Background: an optimization exercise with open tools, aiming at small area, a short achievable clock period and few clock cycles per item. Do not read the settings as production practice.

==> inputs of job 6397 <==
Design integer_dct_8x8_2d, start of the top module:
module integer_dct_8x8_2d (
  input  logic                                clk,
  input  logic                                rst_n,
  input  logic                                in_valid,
  output logic                                in_stall,
  input  logic [dct2d_pkg::SAMPLE_W-1:0]      in_sample_0,
  input  logic [dct2d_pkg::SAMPLE_W-1:0]      in_sample_1,
  input  logic [dct2d_pkg::SAMPLE_W-1:0]      in_sample_2,
  input  logic [dct2d_pkg::SAMPLE_W-1:0]      in_sample_3,
  input  logic [dct2d_pkg::SAMPLE_W-1:0]      in_sample_4,
  input  logic [dct2d_pkg::SAMPLE_W-1:0]      in_sample_5,
  input  logic [dct2d_pkg::SAMPLE_W-1:0]      in_sample_6,
  input  logic [dct2d_pkg::SAMPLE_W-1:0]      in_sample_7,
  output logic                                out_valid,
  input  logic                                out_stall,
  output logic signed [dct2d_pkg::COEF_W-1:0] out_coef_0,
  output logic signed [dct2d_pkg::COEF_W-1:0] out_coef_1,
  output logic signed [dct2d_pkg::COEF_W-1:0] out_coef_2,
  output logic signed [dct2d_pkg::COEF_W-1:0] out_coef_3,
  output logic signed [dct2d_pkg::COEF_W-1:0] out_coef_4,
  output logic signed [dct2d_pkg::COEF_W-1:0] out_coef_5,
  output logic signed [dct2d_pkg::COEF_W-1:0] out_coef_6,
  output logic signed [dct2d_pkg::COEF_W-1:0] out_coef_7,
  output logic                                out_last_row
);
Settings: LEC_CHECK=0, ABC_CLOCK_PERIOD_IN_PS=3500, CAP_MARGIN=20, CORE_MARGIN=2, CORE_UTILIZATION=50, SETUP_SLACK_MARGIN=4.0, SLEW_MARGIN=20; clock period 7.5 ns.
run.sh (not shown) runs the stock make flow with config.mk's settings and CLKGATE_MAP_FILE= SYNTH_SCRIPT=/design/flow/synth_recipe.tcl, a recipe that flattens the netlist after the stock synthesis.
==> job 9765: changes against job 6397 <==
--- a/flow/design.v
+++ b/flow/design.v
@@ -69,52 +69,57 @@
   assign d2 = cr[54 +: 9];
   assign d3 = cr[63 +: 9];
   assign e0 = s0 + s3;
   assign e1 = s1 + s2;
   assign e2 = s0 - s3;
   assign e3 = s1 - s2;
   assign y0 = $signed({2'b0, e0}) + $signed({2'b0, e1});
   assign y4 = $signed({1'b0, e0}) - $signed({1'b0, e1});
-  assign y2 = e2 + (e2 >>> 2) + (e3 >>> 1);
-  assign y6 = (e2 >>> 1) - e3 - (e3 >>> 2);
   assign p0 = ((d3 >>> 2) + d0) + ((d0 >>> 2) - (d0 >>> 4));
   assign p3 = ((d0 >>> 2) - d3) + ((d3 >>> 4) - (d3 >>> 2));
   assign p1 = (d1 + d2) - ((d2 >>> 2) + (d2 >>> 4));
   assign p2 = (d2 - d1) + ((d1 >>> 2) + (d1 >>> 4));
   logic [10:0]        l0;            
-  logic [32:0]        l2;            
   logic [54:0]        l4;            
-  logic [76:0]        l6;            
+  logic [19:0]        er;            
   logic [39:0]        pr;            
   always_ff @(posedge clk) begin
     if (adv) begin
       l0 <= y0[10:0];
-      l2 <= {l2[21:0], y2};
       l4 <= {l4[43:0], y4};
-      l6 <= {l6[65:0], y6};
+      er <= {e3, e2};
       pr <= {p3, p2, p1, p0};
     end
   end
+  logic signed [9:0]  f2, f3;
   logic signed [9:0]  q0, q1, q2, q3;
   logic signed [10:0] y1, y7, k1, k3;
+  assign f2 = er[0 +: 10];
+  assign f3 = er[10 +: 10];
+  assign y2 = f2 + (f2 >>> 2) + (f3 >>> 1);
+  assign y6 = (f2 >>> 1) - f3 - (f3 >>> 2);
   assign q0 = pr[0 +: 10];
   assign q1 = pr[10 +: 10];
   assign q2 = pr[20 +: 10];
   assign q3 = pr[30 +: 10];
   assign y1 = q0 + q1;
   assign k1 = q0 - q1;
   assign y7 = q2 + q3;
   assign k3 = q2 - q3;
   logic [10:0] l1;                   
+  logic [21:0] l2;                   
+  logic [65:0] l6;                   
   logic [76:0] l7;                   
   logic [21:0] kr;
   always_ff @(posedge clk) begin
     if (adv) begin
       l1 <= y1;
+      l2 <= {l2[10:0], y2};
+      l6 <= {l6[54:0], y6};
       l7 <= {l7[65:0], y7};
       kr <= {k3, k1};
     end
   end
   logic signed [10:0] kk1, kk3;
   logic signed [11:0] y3, y5;
   assign kk1 = kr[0 +: 11];
   assign kk3 = kr[11 +: 11];
@@ -126,21 +131,21 @@
     if (adv) begin
       l3 <= {l3[11:0], y3};
       l5 <= {l5[35:0], y5};
     end
   end
   logic [95:0] skq;
   assign skq[0 +: 12]  = {1'b0, l0};
   assign skq[12 +: 12] = {l1[10], l1};
-  assign skq[24 +: 12] = {l2[32], l2[22 +: 11]};
+  assign skq[24 +: 12] = {l2[21], l2[11 +: 11]};
   assign skq[36 +: 12] = l3[12 +: 12];
   assign skq[48 +: 12] = {l4[54], l4[44 +: 11]};
   assign skq[60 +: 12] = l5[36 +: 12];
-  assign skq[72 +: 12] = {l6[76], l6[66 +: 11]};
+  assign skq[72 +: 12] = {l6[65], l6[55 +: 11]};
   assign skq[84 +: 12] = {l7[76], l7[66 +: 11]};
   logic [2:0]  rs;
   logic [95:0] r0, r1, r2;
   assign rs = ph - 3'd1;
   for (genvar c = 0; c < 8; c++) begin : g_rot
     assign r0[12*c +: 12]  = skq[12*(7 - c) +: 12];
     assign r1[12*c +: 12]  = rs[0] ? r0[12*((c + 7) % 8) +: 12] : r0[12*c +: 12];
     assign r2[12*c +: 12]  = rs[1] ? r1[12*((c + 6) % 8) +: 12] : r1[12*c +: 12];
@@ -151,17 +156,18 @@
 `default_nettype none
 module dct2d_back (
   input  logic         clk,
   input  logic         adv,
   input  logic [95:0]  rin,     
   output logic [127:0] y        
 );
   typedef logic signed [12:0] w13_t;
-  typedef logic signed [15:0] w16_t;
+  typedef logic signed [13:0] w14_t;
+  typedef logic signed [14:0] w15_t;
   logic [83:0] dl0;
   logic [59:0] dl1;
   logic [35:0] dl2;
   logic [11:0] dl3;
   always_ff @(posedge clk) begin
     if (adv) begin
       dl0 <= {dl0[71:0], rin[0 +: 12]};
       dl1 <= {dl1[47:0], rin[12 +: 12]};
@@ -173,116 +179,93 @@
   assign x0 = dl0[72 +: 12];
   assign x1 = dl1[48 +: 12];
   assign x2 = dl2[24 +: 12];
   assign x3 = dl3;
   assign x4 = rin[48 +: 12];
   assign x5 = rin[60 +: 12];
   assign x6 = rin[72 +: 12];
   assign x7 = rin[84 +: 12];
-  w13_t s3n, d3n, s2n, d2n;
+  w13_t s3n, d3n, s2n, d2n, s1n, d1n;
   assign s3n = x3 + x4;
   assign d3n = x3 - x4;
   assign s2n = x2 + x5;
   assign d2n = x2 - x5;
-  logic [25:0] sd3a, sd3b, sd2;
+  assign s1n = x1 + x6;
+  assign d1n = x1 - x6;
+  logic [25:0] sd3a, sd3b, sd3c, sd3d, sd2a, sd2b, sd1;
   always_ff @(posedge clk) begin
     if (adv) begin
       sd3a <= {d3n, s3n};
       sd3b <= sd3a;
-      sd2  <= {d2n, s2n};
+      sd3c <= sd3b;
+      sd3d <= sd3c;
+      sd2a <= {d2n, s2n};
+      sd2b <= sd2a;
+      sd1  <= {d1n, s1n};
     end
   end
-  w13_t s1n, d1n, s2, d2, s3, d3;
-  assign s1n = x1 + x6;
-  assign d1n = x1 - x6;
-  assign s3  = sd3b[0 +: 13];
-  assign d3  = sd3b[13 +: 13];
-  assign s2  = sd2[0 +: 13];
-  assign d2  = sd2[13 +: 13];
-  w16_t t3, h3, g2;
-  w16_t ua, va, w2a, w6a, p1a, p3a, p5a, p7a;
-  assign t3  = d3 >>> 2;
-  assign h3  = (d3 >>> 4) - d3 - t3;
-  assign g2  = d2 - (d2 >>> 2) - (d2 >>> 4);
-  assign ua  = s3 + s2;
-  assign va  = s3 - s2;
-  assign w2a = -(s3 + (s3 >>> 2) + (s2 >>> 1));
-  assign w6a = s2 + (s2 >>> 2) - (s3 >>> 1);
-  assign p1a = t3 + g2;
-  assign p7a = d2 + h3;
-  assign p3a = t3 + h3 - g2 - d2;
-  assign p5a = t3 - h3 - g2 + d2;
-  logic [12:0] s1r, d1r;
-  logic [15:0] uar, var_, w2ar, w6ar, p1ar, p3ar, p5ar, p7ar;
-  logic [1:0]  s2lo, s3lo1;
+  w13_t s1, d1, s2, d2, s0n, d0n;
+  assign s1  = sd1[0 +: 13];
+  assign d1  = sd1[13 +: 13];
+  assign s2  = sd2b[0 +: 13];
+  assign d2  = sd2b[13 +: 13];
+  assign s0n = x0 + x7;
+  assign d0n = x0 - x7;
+  w14_t e1n, e3n, p1n, p2n;
+  assign e1n = s1 + s2;
+  assign e3n = s1 - s2;
+  assign p1n = (d1 + d2) - ((d2 >>> 2) + (d2 >>> 4));
+  assign p2n = (d2 - d1) + ((d1 >>> 2) + (d1 >>> 4));
+  logic [25:0] sd0;
+  logic [55:0] ep1;
   always_ff @(posedge clk) begin
     if (adv) begin
-      s1r   <= s1n;
-      d1r   <= d1n;
-      uar   <= ua;
-      var_  <= va;
-      w2ar  <= w2a;
-      w6ar  <= w6a;
-      p1ar  <= p1a;
-      p3ar  <= p3a;
-      p5ar  <= p5a;
-      p7ar  <= p7a;
-      s2lo  <= s2[1:0];
-      s3lo1 <= s3[1:0];
+      sd0 <= {d0n, s0n};
+      ep1 <= {p2n, p1n, e3n, e1n};
     end
   end
-  w13_t s0n, d0n, s1, d1;
-  assign s0n = x0 + x7;
-  assign d0n = x0 - x7;
-  assign s1  = s1r;
-  assign d1  = d1r;
-  w16_t ub, vb, w2b, w6b, b1, b3, b5, b7, h1;
-  assign ub  = $signed(uar) + s1;
-  assign vb  = $signed(var_) - s1;
-  assign w2b = $signed(w2ar) + (s1 >>> 1) - w16_t'({s1[0] < s2lo[0]});
-  assign w6b = $signed(w6ar) - s1 - (s1 >>> 2) + w16_t'({s1[1:0] < s2lo});
-  assign h1  = (d1 >>> 2) + (d1 >>> 4);
-  assign b1  = $signed(p1ar) + d1;
-  assign b7  = $signed(p7ar) - d1 + h1;
-  assign b3  = $signed(p3ar) - h1;
-  assign b5  = $signed(p5ar) - (d1 <<< 1) + h1;
-  logic [12:0] s0r, d0r;
-  logic [15:0] ubr, vbr, w2br, w6br, b1r, b3r, b5r, b7r;
-  logic [1:0]  s3lo2;
+  w13_t s0, d0, s3, d3;
+  assign s0 = sd0[0 +: 13];
+  assign d0 = sd0[13 +: 13];
+  assign s3 = sd3d[0 +: 13];
+  assign d3 = sd3d[13 +: 13];
+  w14_t e0n, e2n, p0n, p3n;
+  assign e0n = s0 + s3;
+  assign e2n = s0 - s3;
+  assign p0n = ((d3 >>> 2) + d0) + ((d0 >>> 2) - (d0 >>> 4));
+  assign p3n = ((d0 >>> 2) - d3) + ((d3 >>> 4) - (d3 >>> 2));
+  logic [55:0] ep0;
+  logic [55:0] ep1b;
   always_ff @(posedge clk) begin
     if (adv) begin
-      s0r   <= s0n;
-      d0r   <= d0n;
-      ubr   <= ub;
-      vbr   <= vb;
-      w2br  <= w2b;
-      w6br  <= w6b;
-      b1r   <= b1;
-      b3r   <= b3;
-      b5r   <= b5;
-      b7r   <= b7;
-      s3lo2 <= s3lo1;
+      ep0  <= {p3n, p0n, e2n, e0n};
+      ep1b <= ep1;
     end
   end
-  w13_t s0, d0;
-  assign s0 = s0r;
-  assign d0 = d0r;
-  w16_t g0, q0, o0, o1, o2, o3, o4, o5, o6, o7;
-  assign q0 = d0 >>> 2;
-  assign g0 = d0 + q0 - (d0 >>> 4);
-  assign o0 = s0 + $signed(ubr);
-  assign o4 = s0 + $signed(vbr);
-  assign o2 = s0 + (s0 >>> 2) + $signed(w2br) - w16_t'({s0[1:0] < s3lo2});
-  assign o6 = (s0 >>> 1) + $signed(w6br) - w16_t'({s0[0] < s3lo2[0]});
-  assign o1 = g0 + $signed(b1r);
-  assign o3 = g0 + q0 + $signed(b3r);
-  assign o5 = g0 - q0 + $signed(b5r);
-  assign o7 = q0 + $signed(b7r);
-  assign y = {o7, o6, o5, o4, o3, o2, o1, o0};
+  w14_t e0, e1, e2, e3, p0, p1, p2, p3;
+  assign e0 = ep0[0 +: 14];
+  assign e2 = ep0[14 +: 14];
+  assign p0 = ep0[28 +: 14];
+  assign p3 = ep0[42 +: 14];
+  assign e1 = ep1b[0 +: 14];
+  assign e3 = ep1b[14 +: 14];
+  assign p1 = ep1b[28 +: 14];
+  assign p2 = ep1b[42 +: 14];
+  w15_t o0, o1, o2, o3, o4, o5, o6, o7;
+  assign o0 = e0 + e1;
+  assign o4 = e0 - e1;
+  assign o2 = e2 + (e2 >>> 2) + (e3 >>> 1);
+  assign o6 = (e2 >>> 1) - e3 - (e3 >>> 2);
+  assign o1 = p0 + p1;
+  assign o7 = p2 + p3;
+  assign o3 = (p0 - p1) - (p2 - p3);
+  assign o5 = (p0 - p1) + (p2 - p3);
+  assign y = {o7[14], o7, o6[14], o6, o5[14], o5, o4[14], o4,
+              o3[14], o3, o2[14], o2, o1[14], o1, o0[14], o0};
 endmodule
 `default_nettype wire
 `default_nettype none
 module integer_dct_8x8_2d (
   input  logic                                clk,
   input  logic                                rst_n,
   input  logic                                in_valid,
   output logic                                in_stall,
@@ -311,17 +294,17 @@
   logic       wpar;      
   logic       pend;      
   logic       rd_on;     
   logic       s_v;       
   logic       adv;
   logic       free;
   logic       we;
   logic       rd_now;
-  logic [9:0] vl;        
+  logic [10:0] vl;       
   assign adv = ~s_v;
   always_comb begin
     if (rd_on) begin
       free = (wr < ph) || (wr == ph && adv);
     end else if (pend) begin
       free = (wr == 3'd0) && (ph == 3'd0) && adv;
     end else begin
       free = 1'b1;
@@ -336,17 +319,17 @@
       wr    <= '0;
       wpar  <= 1'b0;
       pend  <= 1'b0;
       rd_on <= 1'b0;
       vl    <= '0;
     end else begin
       if (adv) begin
         ph <= ph + 3'd1;
-        vl <= {vl[8:0], rd_now};
+        vl <= {vl[9:0], rd_now};
       end
       if (we) begin
         wr <= wr + 3'd1;
         if (wr == 3'd7) begin
           wpar <= ~wpar;
         end
       end
       if (we && wr == 3'd7) begin
@@ -399,18 +382,18 @@
     .rin (rin),
     .y   (ycoef)
   );
   logic         rv;        
   logic         rlast;
   logic [128:0] skid;
   logic         take;      
   logic         fire;
-  assign rv    = adv & vl[9];
-  assign rlast = (ph == 3'd1);
+  assign rv    = adv & vl[10];
+  assign rlast = (ph == 3'd2);
   assign fire  = out_valid & ~out_stall;
   assign take  = (~out_valid | fire) & (s_v | rv);
   always_ff @(posedge clk) begin
     if (!rst_n) begin
       out_valid <= 1'b0;
       s_v       <= 1'b0;
     end else begin
       if (~out_valid | fire) begin
==> flow/config.mk (replaced) <==
export PLATFORM = sky130hd
export DESIGN_NAME = integer_dct_8x8_2d
export DESIGN_NICKNAME = integer_dct_8x8_2d
export VERILOG_FILES = /design/flow/design.v
export SDC_FILE = /design/flow/constraint.sdc
export NUM_CORES = 4
export LEC_CHECK = 0
export ABC_CLOCK_PERIOD_IN_PS = 3000
export CAP_MARGIN = 20
export CORE_MARGIN = 2
export CORE_UTILIZATION = 50
export SETUP_SLACK_MARGIN = 4.5
export SLEW_MARGIN = 20
==> run notes <==
Against job 9765, the fmax of job 6397 is smaller by 15%.
Job 9765 ran to the end with no violations. Job 6397 finished clean.
Between job 6397 and job 9765, the lower register-to-register slack is in job 6397 (gap 0.78 ns).
No functional check of the RTL was part of any run of this note.

[separate check: timing with driven ports]
Ports are ideal in the flow. The routed layouts listed here were re-timed in OpenROAD.
Step 1, drivers: a clkbuf_16 drives clk and a buf_2 each remaining input, both assumed.
Step 2 times the ports against the registers' clock, not the clock port: input delays grow and output delays shrink by t, the midpoint of the rising clock arrivals with the driver on.
a / b / c = ideal ports / drivers / drivers and shift; a / b = the first two.
| run | t, ns | setup WS [ns] | worst setup path after step 2 | worst slew at a driven data input, ns |
|---|---|---|---|---|
| job 6397 | 0.916 | 2.320 / 2.320 / 2.320 | register to register | 0.06 |
| job 9765 | 0.905 | 3.101 / 3.101 / 3.101 | register to register | 0.05 |
After both steps setup and hold are still met in every run listed.
